Context: an optimization exercise on an open-source flow, tuned for small area. The choices shown serve that exercise and are no tape-out recipe. In this exercise RTL edits were held to simulation tests only and were not proved equivalent to the original. Power figures rest on the tool's default switching activity, not on a simulated workload.

==> flow/design.v (excerpt) <==
module rpn_stack_evaluator #(
	parameter int STACK_DEPTH = 16,
	parameter int NUM_VARS = 32
) (
	input  logic               clk,
	input  logic               arst_n,
	input  logic               in_valid,
	output logic               in_ready,
	input  logic [2:0]         kind,
	input  logic [1:0]         op_code,
	input  logic [4:0]         var_index,
	input  logic signed [31:0] literal,
	output logic               out_valid,
	input  logic               out_ready,
	output logic               print_valid,
	output logic signed [31:0] print_value,
	output logic [2:0]         status
);
export LEC_CHECK = 0
export ABC_AREA = 1
export CAP_MARGIN = 20
export CORE_MARGIN = 2
export CORE_UTILIZATION = 60
export CTS_BUF_LIST = sky130_fd_sc_hd__clkbuf_8
export CTS_CLUSTER_DIAMETER = 60
export CTS_CLUSTER_SIZE = 20
export PLACE_DENSITY = 0.7
export SLEW_MARGIN = 20
create_clock -name core_clock -period 12.0 [get_ports {clk}]
standard.sh (not shown) runs the stock make flow with config.mk's settings and CLKGATE_MAP_FILE= SYNTH_SCRIPT=/design/flow/synth_recipe.tcl, a recipe that flattens the netlist after the stock synthesis.
==> flow/flow/run.sh <==
#!/bin/bash
# Own layout flow: the standard flow (standard.sh) with these changes:
#  - synthesis is synth_recipe.tcl unchanged except that its ABC call maps the
#    combinational logic with flow/area.abc (area only, no delay target) instead of
#    ORFS's abc_area.script; flip-flops are mapped before ABC, so registers, their
#    names and cell types are the standard synthesis's;
#  - port buffers use sky130_fd_sc_hd__buf_1 (the default pick is a 10 um2 delay buffer);
#  - clock tree synthesis without dummy loads, with clkbuf_8 leaf clusters.
# make's full output goes to flow_make.log here; ORFS keeps each step's log in orfs/logs/.
set -euo pipefail
here=$(pwd)
{
	head -n 1 synth_recipe.tcl
	cat <<TCL
proc abc {args} {
	set keep {}
	set skip 0
	foreach a \$args {
		if {\$skip} { set skip 0; continue }
		if {\$a eq "-script" || \$a eq "-D" || \$a eq "-constr"} { set skip 1; continue }
		lappend keep \$a
	}
	yosys abc -script $here/flow/area.abc {*}\$keep
}
TCL
	tail -n +2 synth_recipe.tcl
} > own_synth.tcl
export BUFFER_PORTS_ARGS="-buffer_cell sky130_fd_sc_hd__buf_1"
export CTS_ARGS="-sink_clustering_enable -repair_clock_nets -sink_clustering_size 21 -sink_clustering_max_diameter 60 -buf_list sky130_fd_sc_hd__clkbuf_8 -dont_use_dummy_load"
bash standard.sh SYNTH_SCRIPT=$here/own_synth.tcl finish > flow_make.log 2>&1
==> flow/flow/area.abc <==
strash
&get -n
&fraig -x
&put
dc2
strash
&get -n
&dch -f
&nf -R 1000
&put
==> next run, changes <==
--- a/flow/design.v
+++ b/flow/design.v
@@ -28,22 +28,20 @@
 	localparam logic [5:0] S_RA1  = 6'd5;
 	localparam logic [5:0] S_RA2  = 6'd6;
 	localparam logic [5:0] S_OB   = 6'd7;
 	localparam logic [5:0] S_AS1  = 6'd8;
 	localparam logic [5:0] S_AS3  = 6'd9;
 	localparam logic [5:0] S_ADD1 = 6'd10;
 	localparam logic [5:0] S_ADD2 = 6'd11;
 	localparam logic [5:0] S_MB   = 6'd12;
 	localparam logic [5:0] S_MA   = 6'd13;
-	localparam logic [5:0] S_DS   = 6'd14;
 	localparam logic [5:0] S_DA   = 6'd15;
 	localparam logic [5:0] S_DB   = 6'd16;
-	localparam logic [5:0] S_DT   = 6'd17;
 	localparam logic [5:0] S_DC   = 6'd18;
 	localparam logic [5:0] S_DQ   = 6'd19;
 	localparam logic [5:0] S_DR   = 6'd20;
 	localparam logic [5:0] S_DF   = 6'd21;
 	localparam logic [5:0] S_DN   = 6'd22;
 	localparam logic [5:0] S_ZP   = 6'd23;   
 	localparam logic [5:0] S_ZOK     = 6'b011000;
 	localparam logic [5:0] S_ZUNDER  = 6'b011001;
 	localparam logic [5:0] S_ZOVER   = 6'b011010;
@@ -228,26 +226,27 @@
 			end
 			S_RA1, S_RA2: begin
 				xsel = (state_q == S_RA1) ? X_HEAD : X_VAR;
 				if ((state_q == S_RA1) ? win : win_v) begin
 					amode = A_LOAD;
 					if (state_q == S_RA1 && ix_el) begin
 						idx_d = idx_cap;
 					end
 					if (last) begin
+						neg_d = add[W-1];
 						if (state_q == S_RA1 && tag) begin
 							state_d = S_RA2;
 						end else begin
 							idx_d = 5'd0;
 							case (op_code)
 								2'd0, 2'd1: state_d = S_ADD1;
 								2'd2:       state_d = S_MB;
-								default:    state_d = S_DS;
+								default:    state_d = S_DA;
 							endcase
 						end
 					end
 				end
 			end
 			S_AS1: begin
 				if (win) begin
 					if (ix_el) begin
 						idx_d = idx_cap;
@@ -309,51 +308,40 @@
 					s_we  = 1'b1;
 					amode = A_ROT;
 					if (last) begin
 						idx_d   = idx_q + 5'd1;
 						cnt_dec = (idx_q == 5'd31);
 						state_d = (idx_q == 5'd31) ? S_ZOK : S_MB;
 					end
 				end
 			end
-			S_DS: begin
-				if (last) begin
-					neg_d   = a_q[31];
-					state_d = S_DA;
-				end
-			end
 			S_DA: begin
 				yen = 1'b1;
 				sub = neg_q;
 				if (win) begin
 					s_we  = 1'b1;
 					amode = A_ROT;
 					if (last) begin
 						state_d = S_DB;
 					end
 				end
 			end
 			S_DB: begin
 				xsel = X_HEAD;
 				if (win) begin
 					amode = A_LOAD;
 					if (last) begin
-						state_d = S_DT;
+						f_d     = add[W-1];
+						neg_d   = neg_q ^ add[W-1];
+						state_d = S_DC;
 					end
 				end
 			end
-			S_DT: begin
-				if (last) begin
-					f_d     = a_q[31];
-					neg_d   = neg_q ^ a_q[31];
-					state_d = S_DC;
-				end
-			end
 			S_DC: begin
 				yen   = 1'b1;
 				sub   = f_q;
 				amode = A_LOAD;
 				if (last) begin
 					state_d = S_DQ;
 				end
 			end
 			S_DQ: begin
Global-route usage rises by 0.69 points.
Register-to-register slack loses 0.43 ns.
Via count rises by 1.7%.
Worst setup slack got worse by 0.33 ns.
Area after synthesis is about the same.
Routed wire length rises by about 3%.
Sequential cell count is unchanged.
Power goes up by about 0.34%.

-- separate check: timing with driven ports --
In the flow no input, the clock included, has a driving cell. The finished layouts below were timed again as built, in two steps.
Step 1 sets driving cells, clkbuf_16 on the clock port and buf_2 on the other inputs (assumed; they add their load-dependent delay and slew).
Step 2, shift: input delay + t, output delay - t, t = (earliest + latest rising clock arrival at the registers) / 2. This alone moves slack from input paths to output paths.
Slacks: no drivers / after step 1 / after step 2; pairs: no drivers / after step 1.
| run | shift t [ns] | slack for setup (ns) | cell pins on the clock port's net |
|---|---|---|---|
| the first run | 0.700 | 6.554 / 6.500 / 6.187 | 1 |
| the second run | 0.716 | 6.220 / 6.220 / 6.044 | 1 |
After both steps setup and hold are still met in every run listed. For the first run, which loses most, drivers alone change the setup slack by -0.054 ns; drivers and shift together by -0.367 ns.
